This design comes from an exercise in tuning for a short achievable clock period and few clock cycles per item on the open sky130 flow, not from production work. At most, simulation tests tie the RTL to the original design; equivalence was not proved. For runs 1 and 4 to 6, only the layout was checked, not whether the RTL still works. Power and IR drop assume default switching activity.

`design/flow/run.sh`:
```
#!/bin/bash
# synth_recipe.tcl (not shown) runs the flow's synth.tcl, then flattens the netlist and writes it again
# the make line also repeats each setting of config.mk as NAME=value (left out here)
make -C /OpenROAD-flow-scripts/flow DESIGN_CONFIG=/design/flow/config.mk WORK_HOME=/design/flow/orfs CLKGATE_MAP_FILE= SYNTH_SCRIPT=/design/flow/synth_recipe.tcl finish
```
`design/flow/design.v`:
```
package rrdr_pkg;
    localparam int LINE_DEPTH = 6;
    localparam int OUT_DEPTH = 8;
    localparam logic [7:0] REG_OPCODE_FIRST  = 8'd0;
    localparam logic [7:0] REG_OPCODE_SECOND = 8'd1;
    localparam logic [7:0] REG_OPCODE_THIRD  = 8'd2;
    localparam logic [7:0] REG_TWO_BYTE_MODE = 8'd3;
    localparam logic [7:0] REG_LOAD_BASE     = 8'd4;
    localparam logic [7:0] REG_WINDOW_START  = 8'd5;
    localparam logic [7:0] REG_WINDOW_LENGTH = 8'd6;
    localparam logic [7:0] REG_DEST_START    = 8'd7;
    localparam logic [7:0]  RST_OPCODE_FIRST  = 8'h48;
    localparam logic [7:0]  RST_OPCODE_SECOND = 8'h8D;
    localparam logic [7:0]  RST_OPCODE_THIRD  = 8'h05;
    localparam logic        RST_TWO_BYTE_MODE = 1'b0;
    localparam logic [31:0] RST_LOAD_BASE     = 32'h0060_0000;
    localparam logic [31:0] RST_WINDOW_START  = 32'h0000_0000;
    localparam logic [26:0] RST_WINDOW_LENGTH = 27'd0;
    localparam logic [31:0] RST_DEST_START    = 32'h00E0_0000;
    localparam logic [2:0] NEED_TWO   = 3'd6;
    localparam logic [2:0] NEED_THREE = 3'd7;
endpackage
module rrdr_scan (
    input  logic       i_two_byte_mode,
    input  logic       i_full,           
    input  logic [2:0] i_h0_eq,          
    input  logic [1:0] i_h1_eq,          
    input  logic       i_h2_eq,          
    input  logic [2:0] i_skip,           
    input  logic [2:0] i_hist,           
    output logic       o_match,          
    output logic [3:0] o_tag,            
    output logic [2:0] o_skip,           
    output logic [2:0] o_hist            
);
    logic cand;
    always_comb begin
        if (i_two_byte_mode) begin
            cand = i_h1_eq[0] & i_h0_eq[1];
        end else begin
            cand = i_h2_eq & i_h1_eq[1] & i_h0_eq[2];
        end
        o_match = cand & i_full & (i_skip == 3'd0);
        if (i_skip != 3'd0) begin
            o_skip = i_skip - 3'd1;
        end else if (o_match) begin
            o_skip = i_two_byte_mode ? 3'd5 : 3'd6;
        end else begin
            o_skip = 3'd0;
        end
        o_tag  = {i_hist, o_match};
        o_hist = {i_hist[1:0], o_match};
    end
endmodule
module rrdr_sum2 (
    input  logic        i_clk,
    input  logic [31:0] i_a,
    input  logic [31:0] i_b,
    input  logic        i_cin,
    output logic [31:0] o_sum
);
    logic [7:0] r_s [4];
    logic [3:0] r_g;
    logic [3:0] p;
    logic [3:0] cin;
    always_ff @(posedge i_clk) begin
        for (int j = 0; j < 4; j++) begin
            {r_g[j], r_s[j]} <= {1'b0, i_a[8*j +: 8]} + {1'b0, i_b[8*j +: 8]} +
                                {8'd0, (j == 0) ? i_cin : 1'b0};
        end
    end
    always_comb begin
        for (int j = 0; j < 4; j++) begin
            p[j] = &r_s[j];
        end
        cin[0] = 1'b0;
        cin[1] = r_g[0];
        cin[2] = r_g[1] | (p[1] & r_g[0]);
        cin[3] = r_g[2] | (p[2] & r_g[1]) | (p[2] & p[1] & r_g[0]);
    end
    always_ff @(posedge i_clk) begin
        for (int j = 0; j < 4; j++) begin
            o_sum[8*j +: 8] <= r_s[j] + {7'd0, cin[j]};
        end
    end
endmodule
module rip_relative_displacement_relocator_unit #(
    parameter int POSITION_BITS = 26
) (
    input  logic               i_clk,
    input  logic               i_rst_n,
    input  logic               i_in_valid,
    output logic               i_in_ready,
    input  logic [7:0]         i_in_byte,
    input  logic               i_in_last,
    output logic               o_out_valid,
    input  logic               o_out_ready,
    output logic [7:0]         o_out_byte,
    output logic               o_out_last,
    input  logic               i_cfg_valid,
    output logic               i_cfg_ready,
    input  logic [7:0]         i_cfg_index,
    input  logic [31:0]        i_cfg_value
);
    localparam int LD = rrdr_pkg::LINE_DEPTH;
    localparam int OD = rrdr_pkg::OUT_DEPTH;
    logic r_run;           
    always_ff @(posedge i_clk) begin
        r_run <= i_rst_n;
    end
    logic [7:0]  r_opc_first;
    logic [7:0]  r_opc_second;
    logic [7:0]  r_opc_third;
    logic        r_two_byte;
    logic [31:0] r_load_base;
    logic [31:0] r_win_start;
    logic [26:0] r_win_len;
    logic [31:0] r_dest_start;
    logic [31:0] load_less_start;
    logic [31:0] r_off_base;
    logic [31:0] disp_base;
    assign i_cfg_ready = 1'b1;
    always_ff @(posedge i_clk) begin
        if (!i_rst_n) begin
            r_opc_first  <= rrdr_pkg::RST_OPCODE_FIRST;
            r_opc_second <= rrdr_pkg::RST_OPCODE_SECOND;
            r_opc_third  <= rrdr_pkg::RST_OPCODE_THIRD;
            r_two_byte   <= rrdr_pkg::RST_TWO_BYTE_MODE;
            r_load_base  <= rrdr_pkg::RST_LOAD_BASE;
            r_win_start  <= rrdr_pkg::RST_WINDOW_START;
            r_win_len    <= rrdr_pkg::RST_WINDOW_LENGTH;
            r_dest_start <= rrdr_pkg::RST_DEST_START;
        end else if (i_cfg_valid) begin
            case (i_cfg_index)
                rrdr_pkg::REG_OPCODE_FIRST:  r_opc_first  <= i_cfg_value[7:0];
                rrdr_pkg::REG_OPCODE_SECOND: r_opc_second <= i_cfg_value[7:0];
                rrdr_pkg::REG_OPCODE_THIRD:  r_opc_third  <= i_cfg_value[7:0];
                rrdr_pkg::REG_TWO_BYTE_MODE: r_two_byte   <= i_cfg_value[0];
                rrdr_pkg::REG_LOAD_BASE:     r_load_base  <= i_cfg_value;
                rrdr_pkg::REG_WINDOW_START:  r_win_start  <= i_cfg_value;
                rrdr_pkg::REG_WINDOW_LENGTH: r_win_len    <= i_cfg_value[26:0];
                rrdr_pkg::REG_DEST_START:    r_dest_start <= i_cfg_value;
                default: ;
            endcase
        end
    end
    rrdr_sum2 u_load_less_start (
        .i_clk (i_clk),
        .i_a   (r_load_base),
        .i_b   (~r_win_start),
        .i_cin (1'b1),
        .o_sum (load_less_start)
    );
    rrdr_sum2 u_disp_base (
        .i_clk (i_clk),
        .i_a   (r_dest_start),
        .i_b   (~r_win_start),
        .i_cin (1'b1),
        .o_sum (disp_base)
    );
    always_ff @(posedge i_clk) begin
        r_off_base <= load_less_start + 32'd4;
    end
    logic       r_in_ready;
    logic       r_iv;
    logic [7:0] r_ib;
    logic       r_il;
    logic       in_go;
    logic [2:0] in_eq;
    assign i_in_ready = r_in_ready;
    assign in_go      = i_in_valid & r_in_ready;
    always_ff @(posedge i_clk) begin
        r_iv <= in_go;
        r_ib <= i_in_byte;
        r_il <= i_in_last;
    end
    assign in_eq = {r_ib == r_opc_third, r_ib == r_opc_second, r_ib == r_opc_first};
    logic [LD-1:0] r_lv;             
    logic [7:0]    r_lb  [LD];
    logic [LD-1:0] r_ll;             
    logic [2:0]    r_le  [LD];       
    logic [LD-1:0] n_lv;
    logic [7:0]    n_lb  [LD];
    logic [LD-1:0] n_ll;
    logic [2:0]    n_le  [LD];
    logic [2:0]               r_h0;
    logic [1:0]               r_h1;
    logic                     r_h2;
    logic [2:0]               r_skip;
    logic [2:0]               r_hist;
    logic [3:0] r_credit;
    logic       r_pop;
    logic       r_rel;           
    logic       rel;
    logic       full4;
    logic       match;
    logic [3:0] tag;
    logic [2:0] scan_skip;
    logic [2:0] scan_hist;
    assign rel   = r_rel;
    assign full4 = r_lv[3] & ~r_ll[0] & ~r_ll[1] & ~r_ll[2];
    rrdr_scan u_scan (
        .i_two_byte_mode (r_two_byte),
        .i_full          (full4),
        .i_h0_eq         (r_h0),
        .i_h1_eq         (r_h1),
        .i_h2_eq         (r_h2),
        .i_skip          (r_skip),
        .i_hist          (r_hist),
        .o_match         (match),
        .o_tag           (tag),
        .o_skip          (scan_skip),
        .o_hist          (scan_hist)
    );
    logic [LD-1:0] s_lv, h_lv;
    logic [7:0]    s_lb  [LD];
    logic [LD-1:0] s_ll, h_ll;
    logic [2:0]    s_le  [LD];
    logic [7:0]    h_lb  [LD];
    logic [2:0]    h_le  [LD];
    always_comb begin
        for (int i = 0; i < LD; i++) begin
            if (i + 1 < LD && r_lv[(i + 1) % LD]) begin
                s_lv[i] = 1'b1;
                s_lb[i] = r_lb[(i + 1) % LD];
                s_ll[i] = r_ll[(i + 1) % LD];
                s_le[i] = r_le[(i + 1) % LD];
            end else begin
                s_lv[i] = r_iv & r_lv[i];
                s_lb[i] = r_ib;
                s_ll[i] = r_il;
                s_le[i] = in_eq;
            end
            if (r_lv[i]) begin
                h_lv[i] = 1'b1;
                h_lb[i] = r_lb[i];
                h_ll[i] = r_ll[i];
                h_le[i] = r_le[i];
            end else begin
                h_lv[i] = r_iv & (i == 0 || r_lv[(i + LD - 1) % LD]);
                h_lb[i] = r_ib;
                h_ll[i] = r_il;
                h_le[i] = in_eq;
            end
        end
        for (int i = 0; i < LD; i++) begin
            n_lv[i] = rel ? s_lv[i] : h_lv[i];
            n_lb[i] = rel ? s_lb[i] : h_lb[i];
            n_ll[i] = rel ? s_ll[i] : h_ll[i];
            n_le[i] = rel ? s_le[i] : h_le[i];
        end
    end
    logic s_ready, h_ready;
    logic s_credit_ok, h_credit_ok;
    assign s_ready = s_lv[3] | (s_lv[0] & s_ll[0]) | (s_lv[1] & s_ll[1]) | (s_lv[2] & s_ll[2]);
    assign h_ready = h_lv[3] | (h_lv[0] & h_ll[0]) | (h_lv[1] & h_ll[1]) | (h_lv[2] & h_ll[2]);
    assign s_credit_ok = (r_credit + {3'd0, r_pop}) != 4'd1;
    assign h_credit_ok = (r_credit + {3'd0, r_pop}) != 4'd0;
    always_ff @(posedge i_clk) begin
        for (int i = 0; i < LD; i++) begin
            r_lb[i] <= n_lb[i];
            r_le[i] <= n_le[i];
        end
        r_ll <= n_ll;
        if (!r_run) begin
            r_lv  <= '0;
            r_rel <= 1'b0;
        end else begin
            r_lv  <= n_lv;
            r_rel <= rel ? (s_ready & s_credit_ok) : (h_ready & h_credit_ok);
        end
    end
    always_ff @(posedge i_clk) begin
        if (!r_run) begin
            r_in_ready <= 1'b0;
        end else if (in_go) begin
            r_in_ready <= ~n_lv[LD-2];
        end else begin
            r_in_ready <= ~n_lv[LD-1];
        end
    end
    logic        r_first;
    logic [31:0] r_run_base;
    always_ff @(posedge i_clk) begin
        if (!r_run) begin
            r_h0    <= '0;
            r_h1    <= '0;
            r_h2    <= 1'b0;
            r_skip  <= '0;
            r_hist  <= '0;
            r_first <= 1'b1;
        end else if (rel) begin
            r_first <= r_ll[0];
            if (r_ll[0]) begin
                r_h0   <= '0;
                r_h1   <= '0;
                r_h2   <= 1'b0;
                r_skip <= '0;
                r_hist <= '0;
            end else begin
                r_h0   <= r_le[0];
                r_h1   <= r_h0[1:0];
                r_h2   <= r_h1[0];
                r_skip <= scan_skip;
                r_hist <= scan_hist;
            end
        end
    end
    always_ff @(posedge i_clk) begin
        if (rel) begin
            r_run_base <= r_ll[0] ? r_off_base : (r_run_base + 32'd1);
        end else if (r_first) begin
            r_run_base <= r_off_base;
        end
    end
    logic        r_k_v;
    logic [3:0]  r_kc_g, r_kc_p;
    logic [3:0]  r_kt_g, r_kt_p;
    logic        r_k_y32;
    logic [7:0]  r_ks [4];
    logic [3:0]  r_ks_g;
    logic        r_hit;
    logic [31:0] r_patch;
    logic [31:0] disp_now;
    logic [31:0] len_inv;
    logic [31:0] cs_x;
    logic [32:0] cs_y;
    logic [31:0] tg, tp, cg, cp;
    logic [3:0]  kc_g, kc_p, kt_g, kt_p;
    function automatic [1:0] group8(input logic [7:0] g, input logic [7:0] p);
        logic [3:0] g2, p2;
        logic [1:0] g4, p4;
        for (int i = 0; i < 4; i++) begin
            g2[i] = g[2*i+1] | (p[2*i+1] & g[2*i]);
            p2[i] = p[2*i+1] & p[2*i];
        end
        for (int i = 0; i < 2; i++) begin
            g4[i] = g2[2*i+1] | (p2[2*i+1] & g2[2*i]);
            p4[i] = p2[2*i+1] & p2[2*i];
        end
        group8 = {g4[1] | (p4[1] & g4[0]), p4[1] & p4[0]};
    endfunction
    assign disp_now = {r_lb[3], r_lb[2], r_lb[1], r_lb[0]};
    assign len_inv  = {5'h1F, ~r_win_len};
    always_comb begin
        cs_x = r_run_base ^ disp_now ^ len_inv;
        cs_y = {(r_run_base & disp_now) | (r_run_base & len_inv) | (disp_now & len_inv), 1'b1};
        tg   = cs_x & cs_y[31:0];
        tp   = cs_x | cs_y[31:0];
        cg   = r_run_base & disp_now;
        cp   = r_run_base | disp_now;
        for (int j = 0; j < 4; j++) begin
            {kt_g[j], kt_p[j]} = group8(tg[8*j +: 8], tp[8*j +: 8]);
            {kc_g[j], kc_p[j]} = group8(cg[8*j +: 8], cp[8*j +: 8]);
        end
    end
    always_ff @(posedge i_clk) begin
        r_kc_g  <= kc_g;
        r_kc_p  <= kc_p;
        r_kt_g  <= kt_g;
        r_kt_p  <= kt_p;
        r_k_y32 <= cs_y[32];
        for (int j = 0; j < 4; j++) begin
            {r_ks_g[j], r_ks[j]} <= {1'b0, disp_now[8*j +: 8]} + {1'b0, disp_base[8*j +: 8]};
        end
        if (!r_run) begin
            r_k_v <= 1'b0;
        end else begin
            r_k_v <= rel & match;
        end
    end
    logic       c32, ct32;
    logic [3:0] ks_p, ks_c;
    always_comb begin
        c32  = r_kc_g[3] | (r_kc_p[3] & (r_kc_g[2] | (r_kc_p[2] & (r_kc_g[1] | (r_kc_p[1] & r_kc_g[0])))));
        ct32 = r_kt_g[3] | (r_kt_p[3] & (r_kt_g[2] | (r_kt_p[2] & (r_kt_g[1] | (r_kt_p[1] & r_kt_g[0])))));
        for (int j = 0; j < 4; j++) begin
            ks_p[j] = &r_ks[j];
        end
        ks_c[0] = 1'b0;
        ks_c[1] = r_ks_g[0];
        ks_c[2] = r_ks_g[1] | (ks_p[1] & r_ks_g[0]);
        ks_c[3] = r_ks_g[2] | (ks_p[2] & r_ks_g[1]) | (ks_p[2] & ks_p[1] & r_ks_g[0]);
    end
    always_ff @(posedge i_clk) begin
        if (r_k_v) begin
            r_hit <= c32 ? ~(r_k_y32 & ct32) : ~(r_k_y32 | ct32);
            for (int j = 0; j < 4; j++) begin
                r_patch[8*j +: 8] <= r_ks[j] + {7'd0, ks_c[j]};
            end
        end
    end
    logic [1:0] r_dv;
    logic [7:0] r_db [2];
    logic [1:0] r_dl;
    logic [3:0] r_dt [2];
    always_ff @(posedge i_clk) begin
        r_db[0] <= r_lb[0];
        r_dl[0] <= r_ll[0];
        r_dt[0] <= tag;
        r_db[1] <= r_db[0];
        r_dl[1] <= r_dl[0];
        r_dt[1] <= r_dt[0];
        if (!r_run) begin
            r_dv <= '0;
        end else begin
            r_dv <= {r_dv[0], rel};
        end
    end
    logic [7:0] fix_byte;
    always_comb begin
        fix_byte = r_db[1];
        if (r_hit) begin
            if (r_dt[1][0]) fix_byte = r_patch[7:0];
            if (r_dt[1][1]) fix_byte = r_patch[15:8];
            if (r_dt[1][2]) fix_byte = r_patch[23:16];
            if (r_dt[1][3]) fix_byte = r_patch[31:24];
        end
    end
    logic [7:0] r_fb [OD];
    logic       r_fl [OD];
    logic [3:0] r_wp, r_rp;
    logic       fifo_ne;
    logic       pop;
    logic [7:0] head_byte;
    logic       head_last;
    logic       r_out_valid;
    logic [7:0] r_out_byte;
    logic       r_out_last;
    assign fifo_ne   = (r_wp != r_rp);
    assign head_byte = r_fb[r_rp[2:0]];
    assign head_last = r_fl[r_rp[2:0]];
    assign pop       = fifo_ne & (o_out_ready | ~r_out_valid);
    always_ff @(posedge i_clk) begin
        if (r_dv[1]) begin
            r_fb[r_wp[2:0]] <= fix_byte;
            r_fl[r_wp[2:0]] <= r_dl[1];
        end
        if (!r_run) begin
            r_wp <= '0;
            r_rp <= '0;
            r_pop <= 1'b0;
        end else begin
            r_wp <= r_wp + {3'd0, r_dv[1]};
            r_rp <= r_rp + {3'd0, pop};
            r_pop <= pop;
        end
    end
    always_ff @(posedge i_clk) begin
        if (!r_run) begin
            r_credit <= 4'(OD);
        end else begin
            r_credit <= r_credit - {3'd0, rel} + {3'd0, r_pop};
        end
    end
    always_ff @(posedge i_clk) begin
        if (!i_rst_n || !r_run) begin
            r_out_valid <= 1'b0;
        end else if (o_out_ready) begin
            r_out_valid <= fifo_ne;
        end else begin
            r_out_valid <= r_out_valid | fifo_ne;
        end
        if (o_out_ready || !r_out_valid) begin
            r_out_byte <= head_byte;
            r_out_last <= head_last;
        end
    end
    assign o_out_valid = r_out_valid;
    assign o_out_byte  = r_out_byte;
    assign o_out_last  = r_out_last;
endmodule
```
`design/flow/config.mk`:
```
export PLATFORM = sky130hd
export DESIGN_NAME = rip_relative_displacement_relocator_unit
export DESIGN_NICKNAME = rip_relative_displacement_relocator_unit
export VERILOG_FILES = /design/flow/design.v
export SDC_FILE = /design/flow/constraint.sdc
export NUM_CORES = 4
export LEC_CHECK = 0
export ABC_CLOCK_PERIOD_IN_PS = 2000
export CAP_MARGIN = 20
export CORE_MARGIN = 2
export CORE_UTILIZATION = 40
export SETUP_SLACK_MARGIN = 4.0
export SLEW_MARGIN = 20
```
`design/flow/constraint.sdc`:
```
create_clock -name core_clock -period 6.3 [get_ports {i_clk}]
set_input_delay 1.2600 -clock core_clock [delete_from_list [all_inputs] [get_ports {i_clk}]]
set_output_delay 1.2600 -clock core_clock [all_outputs]
set_load 0.01 [all_outputs]
```
==> results of run 1 <==
metrics by stage:
step / cells / hold slack (ns) / setup WS, ns / total power, µW
final: 3907 / 0.3234 / 3.834 / 11870
after global routing: 3907 / 0.3314 / 3.707 / 12490
after CTS: 3886 / 0.3255 / 3.892 / 11900
after detailed placement: 3715 / 0.3121 / 2.722 / 7539
after global placement: 3715 / 0.3124 / 2.774 / 7449
after floorplan: 2774 / 0.3096 / 3.542 / 6858
per-layer routing:
metal,GRT usage,wire [µm],vias up
met4,0.07269,2482,2
met5,0,18,-
met2,0.3122,34140,363
met1,0.2242,30060,9450
met3,0.03062,2676,135
li1,-,-,9681
placed cells by master (no fill, tap or decap), types with 29 or more instances in the layout:
cell	Yosys	layout
nand3_1	59	50
a21boi_1	31	57
xnor2_1	154	154
fa_1	40	40
inv_1	201	199
clkdlybuf4s50_1	0	44
a21o_1	29	29
nor2b_1	67	66
a21boi_2	0	30
xor2_1	69	69
edfxtp_1	157	157
buf_4	4	43
o21ai_0	121	120
ha_1	190	189
nand2_2	0	40
a21oi_1	91	90
mux2_2	49	49
nor2_1	89	87
nand2_4	0	60
clkbuf_16	0	79
mux2i_1	122	120
dfxtp_1	500	489
nand2_1	362	261
and2_1	35	32
cell families after synthesis:
kind of cell | after synthesis | share of synthesized area
other | 1 | 0.0001274
muxes | 189 | 0.07399
xor gates and xnor gates | 223 | 0.06634
AOI/OAI and AO/OA | 413 | 0.08848
adders and majority gates | 235 | 0.1096
buffers and inverters | 306 | 0.04012
and+or+nand+nor | 750 | 0.1212
DFF | 657 | 0.5001
critical path, delay by kind of cell:
family,cells,cell delay [ns]
AOI/OAI and AO/OA,1,0.12
and+or+nand+nor,5,0.83
buffers and inverters,5,0.77
state kept, by name, summed over array words and instances (netlist names), 16 cells and up:
register	cells
r_le	18
r_dest_start	32
u_disp_base.o_sum	32
r_db	16
r_lb	48
r_win_start	32
r_load_base	32
u_load_less_start.o_sum	32
u_load_less_start.r_s	32
r_patch	32
r_ks	32
r_off_base	32
r_win_len	27
u_disp_base.r_s	32
r_run_base	32
r_fb	64
report_power, final:
group          internal, µW  leakage [µW]  total, µW  switching (µW)
Clock                  2590       0.00120       4300            1700
Combinational          1050       0.00686       2240            1190
Sequential             4860       0.00561       5340             474
cell type report:
type                            count  area [µm²]  share of cell area
Clock buffer                       92        2011             0.05694
Clock inverter                     39       426.7             0.01208
Inverter                          201       754.5             0.02136
Multi-Input combinational cell   1811       14480              0.4099
Sequential cell                   657       14750              0.4176
Tap cell                          959        1200             0.03398
Timing Repair Buffer              148        1700             0.04815
cell usage after synthesis, drive strengths merged (11+ instances only):
master and count:
and3 19, mux2 49, and2 35, inv 201
a21oi 91, o21ai 121, o21bai 14, dfxtp 500
nor2b 67, fa 40, buf 28, nor4 16
edfxtp 157, nand4 27, ha 190, a21o 29
nor2 90, and4 11, mux2i 122, nand2b 18
nor3 26, mux4 18, nand3 60, xor2 69
a21boi 93, o41ai 11, clkbuf 77, xnor2 154
nand2 362
worst max path at each step:
stage	from	end	slack, ns
4_1_cts	i_cfg_index[7]	r_load_base[0]	3.89
2_1_floorplan	i_cfg_index[3]	r_load_base[22]	3.54
5_1_grt	r_run_base[12]	r_kt_g[1]	3.71
3_5_place_dp	i_cfg_index[3]	r_dest_start[6]	2.72
6_report	i_cfg_index[7]	r_load_base[15]	3.83
3_3_place_gp	i_cfg_index[3]	r_dest_start[23]	2.77
timing repair:
action | CTS | global route
endpoints found under the hold margin | 0 | 0
endpoints found under the setup margin | 242 | 188
gates cloned | 9 | 5
resized for setup | 189 | 212
pin swaps | 49 | 107
buffers inserted | 31 | 16
==> impl_metrics.tcl, run 1 <==
set metrics [dict create \
    vias 19631 \
    drtAntennaViolNets 0 \
    ys_seq_area_frac 0.5001 \
    clock-sinks 657 \
    cp-end-kind "flip-flop" \
    worstPathRequired_ns 6.84 \
    antenna_found_initial 4 \
    cp_max_fo 8 \
    groute.usage.overall 0.1807 \
    drc 0 \
    hold-path-endpoint "r_dt[1][3]" \
    slew_headroom 0.3226 \
    setup_violations 0 \
    die_x_um 275.3 \
    finalClockSkew_ns 0.01961 \
    p_leak_uw 0.01367 \
    ff2ff_path_depth 7 \
    drive_gt1_frac 0.1632 \
    grt_first_pass_wirelength_um 107000 \
    avgViaCountPerCell 5.025 \
    path_clk_slew_ns 0.06 \
    critical-path-max-stage-delay_ns 0.24 \
    min_period_over_period 0.3914 \
    report.final.slew_viol_count 0 \
    irDropWorstVdd_mv 0.2198 \
    synth.largest_area_cell "dfxtp_1" \
    synth_area_mm2 0.02944 \
    routabilityCongestion 0.8658 \
    first_global_vias 19669 \
    synth_enable_flop_cells 157 \
    hp-class "flip-flop to flip-flop" \
    drt_iter0_drc 982 \
    syn_nets 3058 \
    h-tree-depth 3 \
    finalHoldViolations 0 \
    ys_types 68 \
    cts_hold_buf 0 \
    overflow 0 \
    io_pins 66 \
    ys_warn_count 15 \
    synthTopCellsByArea "dfxtp_1, edfxtp_1, ha_1" \
    clockRootBuffer "clkbuf_16" \
    critical_path_arrival_ns 3.00 \
    initial_core_util 0.4035 \
    worstPathCellList "buf_6 > nor4_4 > nand3b_1 > buf_4 > nand2b_4 > buf_12 > nor3b_4 > buf_6 > clkbuf_16 > nand2_2 > a21boi_1" \
    hold_depth 0 \
    p_per_area_mw_per_mm2 336.2 \
    yosysTopAreaCellShare 0.3400 \
    firstDrtPassIters 5 \
    synth_top_flop_cell "dfxtp_1" \
    final_nets 3175 \
    rsz0062_at_grt "yes" \
    coreArea_mm2 0.07296 \
    cap_violations 0 \
    fmax_mhz 405.6 \
    n_antenna_cell 0 \
    cts_buffer_depth 3 \
    port_buffers 64 \
    cts_tree "yes" \
    numCtsBuffers 72 \
    min_from "r_dt[0][3]" \
    die_h_um 275.3 \
    area_growth_pct 19.95 \
    crit_top_cell "buf_6" \
    reg2reg_setup_slack_ns 3.85 \
    fp-row-count 99 \
    worstMarginPinSlew_ns 1.011 \
    drt-total-wl_um 69380 \
    clk_latency_ns 0.61 \
    dieArea_mm2 0.07579 \
    placed_area_mm2 0.03108 \
    syn_inst 2774 \
    place_hpwl_um 46800 \
    setup_tns_ns 0 \
    nFillCells 6487 \
    start_kind "input port" \
    syn-mean-instance-area_um2 10.61 \
    status "timing/DRC/antenna clean" \
    routedWlPerCell_um 17.76 \
    fin_crit_ns 2.466 \
    stdcell_area_mm2 0.03531 \
    r2r_end "r_kt_g[1]" \
    critical_path_class "input port to flip-flop" \
    crit_path_top_delay_cell "nor4_4" \
    ys_ff_latch 657 \
    grt_max_degree 100 \
    synthArstFlopShare 0 \
    fin_util 0.4840 \
    r2r-start "r_run_base[12]" \
]
==> run 2, diff against run 1 <==
--- a/design/flow/design.v
+++ b/design/flow/design.v
@@ -118,7 +118,14 @@
     logic [31:0] r_dest_start;
-    logic [31:0] load_less_start;
     logic [31:0] r_off_base;
     logic [31:0] disp_base;
+    logic        r_cfg_valid;
+    logic [7:0]  r_cfg_index;
+    logic [31:0] r_cfg_value;
     assign i_cfg_ready = 1'b1;
     always_ff @(posedge i_clk) begin
+        r_cfg_valid <= i_cfg_valid;
+        r_cfg_index <= i_cfg_index;
+        r_cfg_value <= i_cfg_value;
+    end
+    always_ff @(posedge i_clk) begin
         if (!i_rst_n) begin
@@ -132,12 +139,12 @@
             r_dest_start <= rrdr_pkg::RST_DEST_START;
-        end else if (i_cfg_valid) begin
-            case (i_cfg_index)
-                rrdr_pkg::REG_OPCODE_FIRST:  r_opc_first  <= i_cfg_value[7:0];
-                rrdr_pkg::REG_OPCODE_SECOND: r_opc_second <= i_cfg_value[7:0];
-                rrdr_pkg::REG_OPCODE_THIRD:  r_opc_third  <= i_cfg_value[7:0];
-                rrdr_pkg::REG_TWO_BYTE_MODE: r_two_byte   <= i_cfg_value[0];
-                rrdr_pkg::REG_LOAD_BASE:     r_load_base  <= i_cfg_value;
-                rrdr_pkg::REG_WINDOW_START:  r_win_start  <= i_cfg_value;
-                rrdr_pkg::REG_WINDOW_LENGTH: r_win_len    <= i_cfg_value[26:0];
-                rrdr_pkg::REG_DEST_START:    r_dest_start <= i_cfg_value;
+        end else if (r_cfg_valid) begin
+            case (r_cfg_index)
+                rrdr_pkg::REG_OPCODE_FIRST:  r_opc_first  <= r_cfg_value[7:0];
+                rrdr_pkg::REG_OPCODE_SECOND: r_opc_second <= r_cfg_value[7:0];
+                rrdr_pkg::REG_OPCODE_THIRD:  r_opc_third  <= r_cfg_value[7:0];
+                rrdr_pkg::REG_TWO_BYTE_MODE: r_two_byte   <= r_cfg_value[0];
+                rrdr_pkg::REG_LOAD_BASE:     r_load_base  <= r_cfg_value;
+                rrdr_pkg::REG_WINDOW_START:  r_win_start  <= r_cfg_value;
+                rrdr_pkg::REG_WINDOW_LENGTH: r_win_len    <= r_cfg_value[26:0];
+                rrdr_pkg::REG_DEST_START:    r_dest_start <= r_cfg_value;
                 default: ;
@@ -146,8 +153,12 @@
     end
-    rrdr_sum2 u_load_less_start (
+    logic [31:0] off_x, off_y;
+    assign off_x = r_load_base ^ ~r_win_start ^ 32'd4;
+    assign off_y = {(r_load_base[30:0] & ~r_win_start[30:0]) |
+                    (r_load_base[30:0] & 31'd4) | (~r_win_start[30:0] & 31'd4), 1'b0};
+    rrdr_sum2 u_off_base (
         .i_clk (i_clk),
-        .i_a   (r_load_base),
-        .i_b   (~r_win_start),
+        .i_a   (off_x),
+        .i_b   (off_y),
         .i_cin (1'b1),
-        .o_sum (load_less_start)
+        .o_sum (r_off_base)
     );
@@ -160,5 +171,2 @@
     );
-    always_ff @(posedge i_clk) begin
-        r_off_base <= load_less_start + 32'd4;
-    end
     logic       r_in_ready;
@@ -317,3 +325,3 @@
     logic [3:0]  r_kc_g, r_kc_p;
-    logic [3:0]  r_kt_g, r_kt_p;
+    logic [7:0]  r_kt_g, r_kt_p;
     logic        r_k_y32;
@@ -328,3 +336,4 @@
     logic [31:0] tg, tp, cg, cp;
-    logic [3:0]  kc_g, kc_p, kt_g, kt_p;
+    logic [3:0]  kc_g, kc_p;
+    logic [7:0]  kt_g, kt_p;
     function automatic [1:0] group8(input logic [7:0] g, input logic [7:0] p);
@@ -342,2 +351,10 @@
     endfunction
+    function automatic [1:0] group4(input logic [3:0] g, input logic [3:0] p);
+        logic [1:0] g2, p2;
+        for (int i = 0; i < 2; i++) begin
+            g2[i] = g[2*i+1] | (p[2*i+1] & g[2*i]);
+            p2[i] = p[2*i+1] & p[2*i];
+        end
+        group4 = {g2[1] | (p2[1] & g2[0]), p2[1] & p2[0]};
+    endfunction
     assign disp_now = {r_lb[3], r_lb[2], r_lb[1], r_lb[0]};
@@ -351,4 +368,6 @@
         cp   = r_run_base | disp_now;
+        for (int j = 0; j < 8; j++) begin
+            {kt_g[j], kt_p[j]} = group4(tg[4*j +: 4], tp[4*j +: 4]);
+        end
         for (int j = 0; j < 4; j++) begin
-            {kt_g[j], kt_p[j]} = group8(tg[8*j +: 8], tp[8*j +: 8]);
             {kc_g[j], kc_p[j]} = group8(cg[8*j +: 8], cp[8*j +: 8]);
@@ -372,2 +391,3 @@
     logic       c32, ct32;
+    logic [1:0] kt_all;
     logic [3:0] ks_p, ks_c;
@@ -375,3 +395,4 @@
         c32  = r_kc_g[3] | (r_kc_p[3] & (r_kc_g[2] | (r_kc_p[2] & (r_kc_g[1] | (r_kc_p[1] & r_kc_g[0])))));
-        ct32 = r_kt_g[3] | (r_kt_p[3] & (r_kt_g[2] | (r_kt_p[2] & (r_kt_g[1] | (r_kt_p[1] & r_kt_g[0])))));
+        kt_all = group8(r_kt_g, r_kt_p);
+        ct32   = kt_all[1];
         for (int j = 0; j < 4; j++) begin
--- a/design/flow/config.mk
+++ b/design/flow/config.mk
@@ -10,3 +10,5 @@
 export CORE_MARGIN = 2
-export CORE_UTILIZATION = 40
+export CORE_UTILIZATION = 55
+export CTS_CLUSTER_DIAMETER = 100
+export CTS_CLUSTER_SIZE = 30
 export SETUP_SLACK_MARGIN = 4.0
==> impl_metrics.tcl, run 2 <==
set metrics [dict create \
    status "timing/DRC/antenna clean" \
    min_from "u_off_base.r_s[0][7]" \
    reg2reg_setup_slack_ns 4.10 \
    min_period_over_period 0.3841 \
    synthTopCellsByArea "dfxtp_1, edfxtp_1, ha_1" \
    finalHoldViolations 0 \
    cts_buffer_depth 3 \
    fin_crit_ns 2.420 \
    synth_top_flop_cell "dfxtp_1" \
    worstPathCellList "buf_2" \
    hold-path-endpoint "u_off_base.o_sum[7]" \
    finalClockSkew_ns 0.02121 \
    place_hpwl_um 46660 \
    grt_max_degree 96 \
    numCtsBuffers 29 \
    io_pins 66 \
    cp.depth 1 \
    routedWlPerCell_um 17.91 \
    r2r_end "r_ks_g[0]" \
    final_nets 3128 \
    path_clk_slew_ns 0.11 \
    drive_gt1_frac 0.06490 \
    fp-row-count 85 \
    grt_first_pass_wirelength_um 101000 \
    ys_warn_count 15 \
    die_h_um 237.5 \
    worstPathRequired_ns 5.04 \
    worstMarginPinSlew_ns 1.043 \
    initial_core_util 0.5572 \
    critical_path_arrival_ns 1.16 \
    crit_path_start "r_out_byte[6]" \
    coreArea_mm2 0.05381 \
    ys_types 72 \
    first_global_vias 18948 \
    synthArstFlopShare 0 \
    stdcell_area_mm2 0.03229 \
    clockRootBuffer "clkbuf_16" \
    p_leak_uw 0.01241 \
    cts_tree "yes" \
    cp_max_fo 1 \
    p_per_area_mw_per_mm2 310.8 \
    routabilityCongestion 0.8842 \
    drc 0 \
    cp-end-kind "output port" \
    fmax_mhz 413.3 \
    cap_violations 0 \
    drt-total-wl_um 63240 \
    setup_tns_ns 0 \
    syn_inst 2801 \
    final_common_cell "dfxtp_1" \
    clk_latency_ns 0.62 \
    synth_enable_flop_cells 157 \
    syn-mean-instance-area_um2 10.71 \
    yosys-top-cells-count "dfxtp_1, nand2_1, ha_1" \
    layout_common_cells "dfxtp_1, nand2_1, ha_1, inv_1, edfxtp_1" \
    yosysMostFrequentCell "dfxtp_1" \
    wl_met3_um 1903 \
    rsz0062_at_grt "yes" \
    ys_ff_latch 674 \
    report.final.slew_viol_count 0 \
    drtAntennaViolNets 0 \
    r2r-start "r_lb[0][0]" \
    irDropWorstVdd_mv 0.2506 \
    critPathBufInv 1 \
    met1_length_um 30540 \
    placed_area_mm2 0.03116 \
    start_kind "flip-flop" \
    n_antenna_cell 0 \
    die_x_um 237.5 \
    slew_headroom 0.3034 \
    hp-class "flip-flop to flip-flop" \
    overflow 0 \
    routed.top_layer "met4" \
    port_buffers 64 \
    yosysTopAreaCellShare 0.3452 \
    vias 19146 \
    wl_met2_um 29680 \
    fin_util 0.6000 \
    crit_path_top_delay_cell "edfxtp_1" \
    h-tree-depth 1 \
    setup_violations 0 \
    ff2ff_path_depth 7 \
    critical_path_class "flip-flop to output port" \
    critical-path-max-stage-delay_ns 0.40 \
    antenna_found_initial 0 \
    avgViaCountPerCell 5.422 \
    drt_iter0_drc 1123 \
    synth_area_mm2 0.02999 \
    largest_reg_flops 64 \
    area_growth_pct 7.678 \
    syn_nets 3115 \
    synth.largest_area_cell "dfxtp_1" \
    groute.usage.overall 0.2247 \
    firstDrtPassIters 5 \
    hold_depth 0 \
    critPathTopFamily "flip-flops" \
    ys_seq_area_frac 0.5024 \
    clock-sinks 674 \
    dieArea_mm2 0.05640 \
]
run 2: cell types whose count changed in the layout (fill, tap and decap cells not counted), sizes merged, moves of 18 or more:
cell,change
clkbuf,-56
buf,-55
ha,+30
nor3,+27
inv,-20
mux2,-18
nand2,-18
run 2: metal layers:
metal | vias up | track usage
li1 | 9612 | -
met1 | 9258 | 0.3146
met2 | 215 | 0.3811
met3 | 61 | 0.02206
met4 | 0 | 0.04536
met5 | - | 0
run 2: cells by family after synthesis:
logic type                 count (synthesis)  share of synthesized area
AOI/OAI and AO/OA                        410                    0.08817
xor gates and xnor gates                 196                    0.05725
adders and majority gates                262                     0.1192
buffers and inverters                    290                    0.03860
DFF                                      674                     0.5024
muxes                                    173                    0.06655
other                                      1                  0.0001251
and+or+nand+nor                          795                     0.1278
run 2: per-stage QoR:
| stage | power (µW) | cells | setup WS, ns | hold WS [ns] |
|---|---|---|---|---|
| global route | 10620 | 3531 | 3.825 | 0.3400 |
| floorplan | 7040 | 2801 | 4.136 | 0.3096 |
| global placement | 7701 | 3467 | 3.428 | 0.3102 |
| detailed placement | 7791 | 3467 | 3.391 | 0.3121 |
| finish | 10040 | 3531 | 3.880 | 0.3330 |
| CTS | 10090 | 3520 | 3.847 | 0.3314 |
run 2: final cells by class:
class / count / area, µm²
Clock buffer: 40 / 787.0
Clock inverter: 12 / 132.6
Fill cell: 4535 / 21530
Inverter: 180 / 678.2
Multi-Input combinational cell: 1837 / 13910
Sequential cell: 674 / 15080
Tap cell: 696 / 870.8
Timing Repair Buffer: 92 / 829.5
run 2: where the power goes:
part,internal [µW],total (µW),switching [µW],leakage [µW]
Sequential,5020,5610,582,0.00577
Combinational,987,2130,1140,0.00619
Clock,922,2300,1380,0.000447
run 2: how the worst max path moves through the flow:
stage | slack [ns] | to
after detailed placement | 3.39 | r_out_valid
final | 3.88 | o_out_byte[6]
after CTS | 3.85 | o_out_last
after global placement | 3.43 | r_out_valid
after floorplan | 4.14 | r_rp[2]
after global routing | 3.83 | o_out_byte[6]
run 2: repair_timing:
item | in CTS | in global routing
endpoints found under the setup margin | 88 | 127
pin swaps | 1 | 6
hold buffers | 0 | 0
setup buffers | 1 | 11
gates resized for setup | 54 | 33
Testbench counts of run 2, summed over its fixed seeds: cycles 34,985, bytes 34,913.
==> run 3, diff against run 2 <==
--- a/design/flow/config.mk
+++ b/design/flow/config.mk
@@ -10,5 +10,3 @@
 export CORE_MARGIN = 2
-export CORE_UTILIZATION = 55
-export CTS_CLUSTER_DIAMETER = 100
-export CTS_CLUSTER_SIZE = 30
+export CORE_UTILIZATION = 40
 export SETUP_SLACK_MARGIN = 4.0
==> impl_metrics.tcl, run 3 <==
set metrics [dict create \
    status "timing/DRC/antenna clean" \
    drc 0 \
    critPathTopFamily "flip-flops" \
    synth_area_mm2 0.02999 \
    report.final.slew_viol_count 0 \
    largest_reg_flops 64 \
    clk_latency_ns 0.61 \
    ys_warn_count 15 \
    layout_common_cells "dfxtp_1, nand2_1, ha_1, inv_1, edfxtp_1" \
    ys_seq_area_frac 0.5024 \
    reg2reg_setup_slack_ns 4.11 \
    routabilityCongestion 0.8668 \
    placed_area_mm2 0.03152 \
    critPathBufInv 1 \
    nFillCells 6858 \
    synth.largest_area_cell "dfxtp_1" \
    slew_headroom 0.3265 \
    cap_violations 0 \
    worstPathCellList "buf_2" \
    syn-mean-instance-area_um2 10.71 \
    grt_max_degree 82 \
    fmax_mhz 423.0 \
    worstPathRequired_ns 5.04 \
    worstMarginPinSlew_ns 1.007 \
    critical_path_class "flip-flop to output port" \
    n_antenna_cell 0 \
    io_pins 66 \
    fin_crit_ns 2.364 \
    path_clk_slew_ns 0.06 \
    hp-class "flip-flop to flip-flop" \
    avgViaCountPerCell 5.040 \
    start_kind "flip-flop" \
    dieArea_mm2 0.07717 \
    die_h_um 277.8 \
    finalClockSkew_ns 0.02884 \
    vias 19572 \
    finalHoldViolations 0 \
    stdcell_area_mm2 0.03413 \
    synthTopCellsByArea "dfxtp_1, edfxtp_1, ha_1" \
    critical_path_arrival_ns 1.10 \
    irDropWorstVdd_mv 0.1840 \
    ys_types 72 \
    syn_inst 2801 \
    synth_enable_flop_cells 157 \
    drt_iter0_drc 1185 \
    min_period_over_period 0.3753 \
    port_buffers 64 \
    cts_hold_buf 0 \
    area_growth_pct 13.80 \
    antenna_found_initial 0 \
    setup_violations 0 \
    fin_hold_ws_ns 0.3235 \
    setup_tns_ns 0 \
    drt-total-wl_um 64790 \
    groute.usage.overall 0.1693 \
    numCtsBuffers 74 \
    firstDrtPassIters 7 \
    critical-path-max-stage-delay_ns 0.35 \
    cts_buffer_depth 3 \
    fp-row-count 100 \
    cts_tree "yes" \
    ys_ff_latch 674 \
    p_per_area_mw_per_mm2 354.9 \
    yosysMostFrequentCell "dfxtp_1" \
    cp-end-kind "output port" \
    yosysTopAreaCellShare 0.3452 \
    p_leak_uw 0.01316 \
    clock-sinks 674 \
    syn_nets 3115 \
    cp_max_fo 1 \
    pre_cts_ws_ns 3.468 \
    h-tree-depth 3 \
    final_nets 3169 \
    rsz0062_at_grt "yes" \
    crit_path_top_delay_cell "edfxtp_1" \
    yosys-top-cells-count "dfxtp_1, nand2_1, ha_1" \
    initial_core_util 0.4035 \
    routedWlPerCell_um 16.69 \
    worst_slack_ns 3.936 \
    final_common_cell "dfxtp_1" \
    overflow 0 \
    first_global_vias 20122 \
    drive_gt1_frac 0.08373 \
    drtAntennaViolNets 0 \
    synthArstFlopShare 0 \
    synth_top_flop_cell "dfxtp_1" \
    coreArea_mm2 0.07432 \
    total_power_uw 12110 \
    die_x_um 277.8 \
    place_hpwl_um 47090 \
    grt_first_pass_wirelength_um 105600 \
    clockRootBuffer "clkbuf_16" \
]
[run 3: path summary, 6_finish.rpt]
kind | from | to | depth (start not counted)
worst min register to register | u_off_base.r_s[0][4] | u_off_base.o_sum[4] | 0
worst max-delay path | r_out_last | o_out_last | 1
worst max register to register | r_win_start[8] | u_off_base.r_g[1] | 9
worst min-delay path | u_off_base.r_s[0][4] | u_off_base.o_sum[4] | 0
[run 3: kinds of logic after synthesis]
family,count (synthesis),synth area share
other,1,0.0001251
buffers and inverters,290,0.03860
flip-flops,674,0.5024
XOR/XNOR,196,0.05725
AO/OA/AOI/OAI,410,0.08817
multiplexers,173,0.06655
AND/OR/NAND/NOR,795,0.1278
adder cells (fa/ha/maj),262,0.1192
[run 3: layout make-up]
type | instances | area [µm²] | area share
Multi-Input combinational cell | 1837 | 13860 | 0.4061
Sequential cell | 674 | 15070 | 0.4417
Clock inverter | 44 | 478.0 | 0.01401
Tap cell | 969 | 1212 | 0.03553
Timing Repair Buffer | 88 | 799.5 | 0.02343
Clock buffer | 91 | 2029 | 0.05947
Inverter | 180 | 675.6 | 0.01980
[run 3: worst reg2reg max path, stage by stage, from the launching register on]
cell and delay, ns:
dfxtp_1 0.33, inv_1 0.06, ha_1 0.27, ha_1 0.21
fa_1 0.40, a21o_1 0.17, a21oi_1 0.22, o21ai_1 0.12
nor4_1 0.19, nor3_1 0.09
[run 3: metrics by stage]
stage | cells | utilization
2_1_floorplan | 2801 | -
6_report | 3883 | 0.4592
3_3_place_gp | 3741 | 0.4241
3_5_place_dp | 3741 | 0.4241
5_1_grt | 3883 | 0.4592
4_1_cts | 3876 | 0.4574
[run 3: report_power, final]
group | total [µW] | leakage [µW] | switching, µW | internal, µW
clock network | 4410 | 0.00124 | 1750 | 2670
logic | 2100 | 0.00615 | 1120 | 975
registers | 5600 | 0.00577 | 572 | 5030
total | 12100 | 0.0132 | 3440 | 8670
[run 3: per-layer routing]
layer | up-vias | track usage | routed length, µm
li1 | 9720 | - | -
met1 | 9479 | 0.2163 | 29430
met2 | 276 | 0.2953 | 31730
met3 | 97 | 0.02611 | 2174
met4 | 0 | 0.04865 | 1460
met5 | - | 0 | 0
[run 3: what timing repair did]
item                                    in CTS  in global routing
endpoints found under the setup margin      75                140
pin swaps                                    0                  4
setup buffers                                0                  7
resized for setup                           51                 15
==> run 4, diff against run 3 <==
--- a/design/flow/design.v
+++ b/design/flow/design.v
@@ -440,28 +440,32 @@
     end
-    logic [7:0] r_fb [OD];
-    logic       r_fl [OD];
+    logic [8:0] r_fe [OD];           
     logic [3:0] r_wp, r_rp;
-    logic       fifo_ne;
+    logic       wen;
+    logic [8:0] wdata;
     logic       pop;
-    logic [7:0] head_byte;
-    logic       head_last;
+    logic [3:0] wp_next, rp_inc;
+    logic [8:0] head_keep, head_take;
+    logic       ne_keep, ne_take;
     logic       r_out_valid;
-    logic [7:0] r_out_byte;
-    logic       r_out_last;
-    assign fifo_ne   = (r_wp != r_rp);
-    assign head_byte = r_fb[r_rp[2:0]];
-    assign head_last = r_fl[r_rp[2:0]];
-    assign pop       = fifo_ne & (o_out_ready | ~r_out_valid);
+    logic [8:0] r_out;
+    assign wen       = r_dv[1];
+    assign wdata     = {r_dl[1], fix_byte};
+    assign pop       = r_out_valid & o_out_ready;
+    assign wp_next   = r_wp + {3'd0, wen};
+    assign rp_inc    = r_rp + 4'd1;
+    assign head_keep = (wen && r_wp[2:0] == r_rp[2:0])  ? wdata : r_fe[r_rp[2:0]];
+    assign head_take = (wen && r_wp[2:0] == rp_inc[2:0]) ? wdata : r_fe[rp_inc[2:0]];
+    assign ne_keep   = (wp_next != r_rp);
+    assign ne_take   = (wp_next != rp_inc);
     always_ff @(posedge i_clk) begin
-        if (r_dv[1]) begin
-            r_fb[r_wp[2:0]] <= fix_byte;
-            r_fl[r_wp[2:0]] <= r_dl[1];
+        if (wen) begin
+            r_fe[r_wp[2:0]] <= wdata;
         end
         if (!r_run) begin
-            r_wp <= '0;
-            r_rp <= '0;
+            r_wp  <= '0;
+            r_rp  <= '0;
             r_pop <= 1'b0;
         end else begin
-            r_wp <= r_wp + {3'd0, r_dv[1]};
-            r_rp <= r_rp + {3'd0, pop};
+            r_wp  <= wp_next;
+            r_rp  <= pop ? rp_inc : r_rp;
             r_pop <= pop;
@@ -479,15 +483,10 @@
             r_out_valid <= 1'b0;
-        end else if (o_out_ready) begin
-            r_out_valid <= fifo_ne;
         end else begin
-            r_out_valid <= r_out_valid | fifo_ne;
-        end
-        if (o_out_ready || !r_out_valid) begin
-            r_out_byte <= head_byte;
-            r_out_last <= head_last;
+            r_out_valid <= pop ? ne_take : ne_keep;
         end
+        r_out <= pop ? head_take : head_keep;
     end
     assign o_out_valid = r_out_valid;
-    assign o_out_byte  = r_out_byte;
-    assign o_out_last  = r_out_last;
+    assign o_out_byte  = r_out[7:0];
+    assign o_out_last  = r_out[8];
 endmodule
==> impl_metrics.tcl, run 4 <==
set metrics [dict create \
    ys_warn_count 15 \
    worst_slack_ns 3.965 \
    pre_cts_ws_ns 2.837 \
    port_buffers 64 \
    critical-path-max-stage-delay_ns 0.35 \
    syn-mean-instance-area_um2 10.69 \
    n_antenna_cell 0 \
    clk_latency_ns 0.62 \
    yosysMostFrequentCell "dfxtp_1" \
    place_hpwl_um 51690 \
    dieArea_mm2 0.07893 \
    synthTopCellsByArea "dfxtp_1, edfxtp_1, ha_1" \
    cts_buffer_depth 3 \
    die_x_um 281.0 \
    area_growth_pct 15.25 \
    io_pins 66 \
    routedWlPerCell_um 17.56 \
    setup_tns_ns 0 \
    synthArstFlopShare 0 \
    fp-row-count 101 \
    critPathBufInv 1 \
    stdcell_area_mm2 0.03536 \
    groute.usage.overall 0.1801 \
    critical_path_class "flip-flop to output port" \
    drtAntennaViolNets 0 \
    synth.largest_area_cell "dfxtp_1" \
    largest_reg_flops 72 \
    critPathTopFamily "flip-flops" \
    nFillCells 6915 \
    avgViaCountPerCell 5.072 \
    hp-class "flip-flop to flip-flop" \
    crit_path_top_delay_cell "dfxtp_4" \
    die_h_um 281.0 \
    final_common_cell "dfxtp_1" \
    vias 20446 \
    setup_violations 0 \
    drt_iter0_drc 987 \
    fmax_mhz 428.3 \
    irDropWorstVdd_mv 0.2198 \
    synth_area_mm2 0.03068 \
    min_period_over_period 0.3706 \
    cp_max_fo 1 \
    critical_path_arrival_ns 1.07 \
    path_clk_slew_ns 0.06 \
    drive_gt1_frac 0.1003 \
    worstPathRequired_ns 5.04 \
    p_leak_uw 0.01365 \
    numCtsBuffers 74 \
    synth_top_flop_cell "dfxtp_1" \
    clockRootBuffer "clkbuf_16" \
    drc 0 \
    report.final.slew_viol_count 0 \
    finalClockSkew_ns 0.02539 \
    firstDrtPassIters 7 \
    grt_max_degree 107 \
    overflow 0 \
    start_kind "flip-flop" \
    rsz0062_at_grt "yes" \
    placed_area_mm2 0.03231 \
    yosysTopAreaCellShare 0.3452 \
    ys_ff_latch 677 \
    grt_first_pass_wirelength_um 112200 \
    first_global_vias 20752 \
    final_nets 3252 \
    cts_tree "yes" \
    antenna_found_initial 2 \
    status "timing/DRC/antenna clean" \
    initial_core_util 0.4040 \
    fin_crit_ns 2.335 \
    clock-sinks 677 \
    syn_nets 3183 \
    routabilityCongestion 0.8732 \
    slew_headroom 0.4126 \
    layout_common_cells "dfxtp_1, nand2_1, ha_1, inv_1, edfxtp_1" \
    p_per_area_mw_per_mm2 335.8 \
    cp-end-kind "output port" \
    ys_types 73 \
    syn_inst 2870 \
    ys_seq_area_frac 0.4900 \
    cap_violations 0 \
    drt-total-wl_um 70800 \
    synth_enable_flop_cells 148 \
    h-tree-depth 3 \
    finalHoldViolations 0 \
    worstMarginPinSlew_ns 0.8798 \
    yosys-top-cells-count "dfxtp_1, nand2_1, ha_1" \
    worstPathCellList "buf_6" \
    coreArea_mm2 0.07595 \
]
[run 4: cell count changes in the layout (fill, tap and decap cells not counted), moves of 14 or more]
cell / previous run / this run
a21oi_1: 90 / 69
clkinv_2: 19 / 5
mux4_2: 18 / 36
clkbuf_1: 9 / 23
xor2_1: 54 / 68
o21ai_0: 97 / 128
nor3_1: 51 / 20
xnor2_1: 142 / 118
buf_4: 21 / 36
a21boi_0: 14 / 76
a21boi_1: 75 / 25
[run 4: routing by layer]
| metal | part of all wire | global-route usage |
|---|---|---|
| met2 | 0.47 | 0.3062 |
| met1 | 0.45 | 0.2288 |
| met3 | 0.048 | 0.03134 |
| met4 | 0.029 | 0.06582 |
| met5 | 0 | 0 |
[run 4: kinds of logic (layout without fill, tap and decap cells)]
kind of cell,Yosys count,after routing,share of synthesized area
other,1,1,0.0001222
AOI/OAI and AO/OA,483,483,0.1035
muxes,190,190,0.07826
adders and majority gates,261,261,0.1161
DFF,677,677,0.4900
xor gates and xnor gates,189,189,0.05440
buffers and inverters,304,435,0.04029
and+or+nand+nor,765,765,0.1173
[run 4: power by group]
group          internal (µW)  switching, µW
registers               4960            445
logic                    881           1060
clock network           2780           1750
[run 4: area by class of cell]
type                    count  area, µm²  share of cell area
flip-flops and latches    677      15060              0.4260
inverters                 190      713.2             0.02017
clock inverters            27      382.9             0.01083
multi-input cells        1889      14650              0.4142
repair buffers            107       1055             0.02983
well taps                1030       1289             0.03645
clock buffers             111       2210             0.06249
[run 4: final timing paths]
check,endpoint,start,depth (start not counted),slack (ns)
hold reg to reg,r_db[1][3],r_db[0][3],0,0.32
setup reg to reg,r_out[4],r_hit,3,4.06
setup / recovery,o_out_byte[3],r_out[3],1,3.97
hold / removal,r_db[1][3],r_db[0][3],0,0.32
[run 4: metrics by stage]
stage | power (µW) | hold WS [ns] | util | std cells
6_report | 11870 | 0.3165 | 0.4656 | 4031
5_1_grt | 12460 | 0.3175 | 0.4656 | 4031
3_5_place_dp | 7365 | 0.3121 | 0.4254 | 3871
2_1_floorplan | 6741 | 0.3096 | - | 2870
4_1_cts | 11950 | 0.3166 | 0.4628 | 4019
3_3_place_gp | 7277 | 0.3124 | 0.4250 | 3870
[run 4: what timing repair did]
action / 4_1_cts / 5_1_grt
pin swaps: 4 / 3
resized for setup: 95 / 30
hold buffers: 0 / 0
gates cloned: 0 / 1
setup buffers: 10 / 11
setup endpoints to repair: 207 / 157
==> run 5, diff against run 4 <==
--- a/design/flow/config.mk
+++ b/design/flow/config.mk
@@ -11,3 +11,3 @@
 export CORE_UTILIZATION = 40
-export SETUP_SLACK_MARGIN = 4.0
+export SETUP_SLACK_MARGIN = 4.4
 export SLEW_MARGIN = 20
==> impl_metrics.tcl, run 5 <==
set metrics [dict create \
    fin_crit_ns 2.337 \
    first_global_vias 21211 \
    synth_enable_flop_cells 148 \
    critical-path-max-stage-delay_ns 0.36 \
    critical_path_class "flip-flop to output port" \
    finalClockSkew_ns 0.03333 \
    p_clk_frac 0.357 \
    reg2reg_setup_slack_ns 4.18 \
    h-tree-depth 3 \
    total_power_uw 11980 \
    finalHoldViolations 0 \
    min_from "r_db[0][3]" \
    cp_max_fo 1 \
    grt_first_pass_wirelength_um 116200 \
    slew_headroom 0.3988 \
    worstPathRequired_ns 5.04 \
    syn_inst 2870 \
    fp-row-count 101 \
    p_leak_uw 0.01460 \
    syn-mean-instance-area_um2 10.69 \
    critPathTopFamily "flip-flops" \
    worstMarginPinSlew_ns 0.9005 \
    min_period_over_period 0.3710 \
    crit_path_top_delay_cell "dfxtp_4" \
    final_nets 3384 \
    port_buffers 64 \
    place_hpwl_um 51320 \
    drc 0 \
    internal_power_uw 8553 \
    cts_tree "yes" \
    status "timing/DRC/antenna clean" \
    r2r-start "r_rp[0]" \
    avgViaCountPerCell 5.045 \
    largest_reg_flops 72 \
    path_clk_slew_ns 0.06 \
    drt-total-wl_um 75630 \
    cts_hold_buf 0 \
    clk_latency_ns 0.62 \
    ys_ff_latch 677 \
    hp-class "flip-flop to flip-flop" \
    layout_common_cells "dfxtp_1, nand2_1, ha_1, inv_1, edfxtp_1" \
    synthArstFlopShare 0 \
    rsz0062_at_grt "yes" \
    antenna_found_initial 1 \
    ys_types 73 \
    yosys-top-cells-count "dfxtp_1, nand2_1, ha_1" \
    cap_violations 0 \
    synth_top_flop_cell "dfxtp_1" \
    hold_depth 0 \
    ff_latch_area_mm2 0.01512 \
    synth_area_mm2 0.03068 \
    io_pins 66 \
    stdcell_area_mm2 0.03776 \
    cts_buffer_depth 3 \
    drive_gt1_frac 0.2029 \
    p_per_area_mw_per_mm2 317.2 \
    fmax_mhz 427.9 \
    syn_nets 3183 \
    yosysTopAreaCellShare 0.3452 \
    nFillCells 6696 \
    power_switching_uw 3426 \
    grt_max_degree 99 \
    irDropWorstVdd_mv 0.1895 \
    combPwrFrac 0.192 \
    dieArea_mm2 0.07893 \
    hold-path-endpoint "r_db[1][3]" \
    critPathBufInv 1 \
    report.final.slew_viol_count 0 \
    clockRootBuffer "clkbuf_16" \
    worstPathCellList "buf_6" \
    numCtsBuffers 77 \
    coreArea_mm2 0.07595 \
    routedWlPerCell_um 18.16 \
    initial_core_util 0.4040 \
    drtAntennaViolNets 0 \
    yosysMostFrequentCell "dfxtp_1" \
    multiInputGateArea_mm2 0.01580 \
    firstDrtPassIters 5 \
    setup_violations 0 \
    synth.largest_area_cell "dfxtp_1" \
    die_h_um 281.0 \
    critical_path_arrival_ns 1.08 \
    setup_tns_ns 0 \
    ys_warn_count 15 \
    power_frac_seq 0.450 \
    drt_iter0_drc 1183 \
    cp-end-kind "output port" \
    ff2ff_path_depth 7 \
    overflow 0 \
    swShare 0.2860 \
    n_antenna_cell 0 \
    die_x_um 281.0 \
    groute.usage.overall 0.1868 \
    placed_area_mm2 0.03243 \
    ys_seq_area_frac 0.4900 \
    routabilityCongestion 0.8871 \
    r2r_end "r_out[6]" \
    final_common_cell "dfxtp_1" \
    area_growth_pct 23.09 \
    vias 21008 \
    clock-sinks 677 \
    start_kind "flip-flop" \
    synthTopCellsByArea "dfxtp_1, edfxtp_1, ha_1" \
]
run 5: power by group through the flow:
stage	clock network [µW]	logic, µW	registers (µW)
after floorplan	0	1440	5310
after global placement	0	1780	5520
after detailed placement	0	1840	5530
after CTS	4390	2080	5410
after global routing	4560	2540	5450
final	4280	2300	5400
run 5: how the worst max path moves through the flow:
stage                      from            end  slack, ns  cells after the start
floorplan           o_out_ready    r_out_valid       4.25                      5
global placement        r_rp[0]       r_out[2]       3.39                      8
detailed placement      r_rp[0]       r_out[3]       3.29                      8
CTS                    r_out[1]  o_out_byte[1]       3.92                      1
global route           r_out[7]  o_out_byte[7]       3.92                      1
finish                 r_out[7]  o_out_byte[7]       3.96                      1
run 5: layout make-up:
cell class | count | area share
flip-flops and latches | 677 | 0.4004
multi-input cells | 1893 | 0.4184
repair buffers | 231 | 0.06322
repair inverters | 1 | 0.0001988
well taps | 1030 | 0.03413
clock inverters | 37 | 0.007289
clock buffers | 105 | 0.05735
inverters | 190 | 0.01905
run 5: timing repair:
| item | in CTS | in global routing |
|---|---|---|
| setup endpoints to repair | 426 | 358 |
| setup buffers | 82 | 59 |
| pin swaps | 89 | 94 |
| gates resized for setup | 261 | 144 |
| cloned | 8 | 4 |
run 5: stage by stage:
step / cells / worst slack (ns) / utilization / hold slack, ns
floorplan: 2870 / 4.254 / - / 0.3096
global placement: 3869 / 3.386 / 0.4268 / 0.3128
detailed placement: 3869 / 3.289 / 0.4270 / 0.3121
CTS: 4101 / 3.921 / 0.4809 / 0.3171
global route: 4164 / 3.923 / 0.4972 / 0.3232
finish: 4164 / 3.963 / 0.4972 / 0.3182
run 5: cells by family after synthesis:
family	share of synthesized area
XOR/XNOR	0.05440
adder cells (fa/ha/maj)	0.1161
other	0.0001222
flip-flops	0.4900
AND/OR/NAND/NOR	0.1173
buffers and inverters	0.04029
multiplexers	0.07826
AO/OA/AOI/OAI	0.1035
run 5: per-layer routing:
layer  share of wire  GRT usage  vias to the layer above  wire length [µm]
met5               0          0                        -                 0
met4           0.028    0.06102                        0              2116
met3           0.040    0.02585                      133              3056
met2            0.49     0.3269                      399             37370
met1            0.44     0.2367                    10137             33080
li1                -          -                    10339                 -
==> run 6, diff against run 5 <==
--- a/design/flow/config.mk
+++ b/design/flow/config.mk
@@ -11,3 +11,3 @@
 export CORE_UTILIZATION = 40
-export SETUP_SLACK_MARGIN = 4.4
+export SETUP_SLACK_MARGIN = 4.2
 export SLEW_MARGIN = 20
==> impl_metrics.tcl, run 6 <==
set metrics [dict create \
    status "timing/DRC/antenna clean" \
    final_cells 4058 \
    p_per_area_mw_per_mm2 327.8 \
    yosysMostFrequentCell "dfxtp_1" \
    clk_latency_ns 0.63 \
    die_h_um 281.0 \
    syn_inst 2870 \
    cap_violations 0 \
    worstPathRequired_ns 5.04 \
    coreArea_mm2 0.07595 \
    yosysTopAreaCellShare 0.3452 \
    swShare 0.2803 \
    synth_area_mm2 0.03068 \
    first_global_vias 20626 \
    wl_met3_um 3131 \
    port_buffers 64 \
    h-tree-depth 3 \
    syn-mean-instance-area_um2 10.69 \
    worstPathCellList "buf_6" \
    path_clk_slew_ns 0.06 \
    hp-class "flip-flop to flip-flop" \
    synth_enable_flop_cells 148 \
    io_pins 66 \
    post-place-cells 3873 \
    dieArea_mm2 0.07893 \
    min_period_over_period 0.3717 \
    finalHoldViolations 0 \
    ys_seq_area_frac 0.4900 \
    setup_violations 0 \
    die_x_um 281.0 \
    drtAntennaViolNets 0 \
    syn_nets 3183 \
    synth.largest_area_cell "dfxtp_1" \
    report.final.slew_viol_count 0 \
    final_nets 3278 \
    firstDrtPassIters 6 \
    critical-path-max-stage-delay_ns 0.36 \
    worstMarginPinSlew_ns 0.8844 \
    setup_tns_ns 0 \
    yosys-top-cells-count "dfxtp_1, nand2_1, ha_1" \
    cp_max_fo 1 \
    antenna_found_initial 1 \
    drc 0 \
    cts_hold_buf 0 \
    avgViaCountPerCell 5.093 \
    largest_reg_flops 72 \
    finalClockSkew_ns 0.02983 \
    irDropWorstVdd_mv 0.1994 \
    cts_tree "yes" \
    p_clk_frac 0.372 \
    routed.top_layer "met4" \
    rsz0062_at_grt "yes" \
    synthArstFlopShare 0 \
    internal_power_uw 8497 \
    power_switching_uw 3310 \
    clock-sinks 677 \
    area_growth_pct 17.41 \
    ys_types 73 \
    initial_core_util 0.4040 \
    groute.usage.overall 0.1804 \
    fin_crit_ns 2.342 \
    routedWlPerCell_um 17.98 \
    grt_first_pass_wirelength_um 112200 \
    numCtsBuffers 75 \
    drive_gt1_frac 0.1374 \
    ys_warn_count 15 \
    routabilityCongestion 0.8931 \
    ys_ff_latch 677 \
    pre_cts_ws_ns 3.283 \
    wl_met2_um 34570 \
    total_power_uw 11810 \
    met1_length_um 32620 \
    critPathBufInv 1 \
    start_kind "flip-flop" \
    layout_common_cells "dfxtp_1, nand2_1, ha_1, inv_1, edfxtp_1" \
    grt_max_degree 108 \
    cp-end-kind "output port" \
    p_leak_uw 0.01387 \
    power_frac_seq 0.459 \
    worst_slack_ns 3.958 \
    cts_buffer_depth 3 \
    clockRootBuffer "clkbuf_16" \
    overflow 0 \
    place_hpwl_um 51470 \
    fp-row-count 101 \
    synth_top_flop_cell "dfxtp_1" \
    crit_path_top_delay_cell "dfxtp_4" \
    critical_path_arrival_ns 1.08 \
    critical_path_class "flip-flop to output port" \
    critPathTopFamily "flip-flops" \
    vias 20668 \
    combPwrFrac 0.169 \
    drt-total-wl_um 72940 \
    synthTopCellsByArea "dfxtp_1, edfxtp_1, ha_1" \
    drt_iter0_drc 1260 \
    final_common_cell "dfxtp_1" \
    slew_headroom 0.4096 \
    fmax_mhz 427.1 \
]
[run 6: cells by family after synthesis]
family	Yosys count	synth area share
buffers and inverters	304	0.04029
adder cells (fa/ha/maj)	261	0.1161
multiplexers	190	0.07826
other	1	0.0001222
flip-flops	677	0.4900
AND/OR/NAND/NOR	765	0.1173
XOR/XNOR	189	0.05440
AO/OA/AOI/OAI	483	0.1035
[run 6: power by group through the flow]
stage | registers (µW) | clock network [µW] | logic, µW
detailed placement | 5540 | 0 | 1830
global placement | 5520 | 0 | 1760
finish | 5420 | 4390 | 2000
CTS | 5430 | 4500 | 1920
global route | 5480 | 4690 | 2240
floorplan | 5310 | 0 | 1430
[run 6: metal layers]
| layer | global-route usage | vias up |
|---|---|---|
| met3 | 0.02935 | 147 |
| li1 | - | 10117 |
| met5 | 0 | - |
| met2 | 0.3016 | 399 |
| met1 | 0.2301 | 10005 |
| met4 | 0.07761 | 0 |
[run 6: area by class of cell]
cell class,instances,area (µm²)
Tap cell,1030,1289
Timing Repair inverter,1,7.507
Antenna cell,1,2.502
Timing Repair Buffer,128,1304
Clock buffer,107,2161
Sequential cell,677,15090
Multi-Input combinational cell,1892,15110
Fill cell,6854,39930
Inverter,190,716.9
Clock inverter,32,342.8
[run 6: path summary, 6_finish.rpt]
kind                    from            end  slack [ns]  cells after the start
setup reg to reg     r_rp[0]       r_out[4]        4.17                      8
hold / removal    r_db[0][2]     r_db[1][2]        0.31                      0
setup / recovery    r_out[7]  o_out_byte[7]        3.96                      1
hold reg to reg   r_db[0][2]     r_db[1][2]        0.31                      0
[run 6: repair_timing]
item	4_1_cts	5_1_grt
buffers inserted	24	15
pin swaps	21	38
gates cloned	2	4
setup endpoints to repair	334	284
resized for setup	140	100
[run 6: per-stage QoR]
step / utilization / instance area (µm²) / hold slack (ns)
floorplan: - / 30690 / 0.3096
global placement: 0.4255 / 32310 / 0.3108
detailed placement: 0.4258 / 32340 / 0.3121
CTS: 0.4666 / 35440 / 0.3220
global route: 0.4743 / 36020 / 0.3254
finish: 0.4743 / 36020 / 0.3148

-- afterwards: timing with drivers on the ports --
No port has a modelled driver above. Below, the same layouts with a new extraction and two added sets of constraints. Step 1 assumes that a clkbuf_16 drives the clock port and a buf_2 every other input. Step 2 times the ports against the registers' clock, not the clock port: input delays grow and output delays shrink by t, the midpoint of the rising clock arrivals with the driver on. a / b / c = no drivers / after step 1 / after step 2; a / b = the first two.
| run | t, ns | setup slack, ns | worst setup path at the end |
|---|---|---|---|
| run 1 | 0.665 | 3.834 / 3.852 / 3.197 | input to register |
| run 2 | 0.666 | 3.880 / 3.823 / 3.622 | input to register |
| run 3 | 0.669 | 3.936 / 3.866 / 3.562 | input to register |
| run 4 | 0.673 | 3.965 / 3.900 / 3.372 | input to register |
| run 5 | 0.668 | 3.963 / 3.899 / 3.772 | input to register |
| run 6 | 0.673 | 3.958 / 3.895 / 3.725 | input to register |
After both steps every run listed still meets setup and hold. For run 1, which loses most, drivers alone change the setup slack by +0.018 ns; drivers and shift together by -0.637 ns.
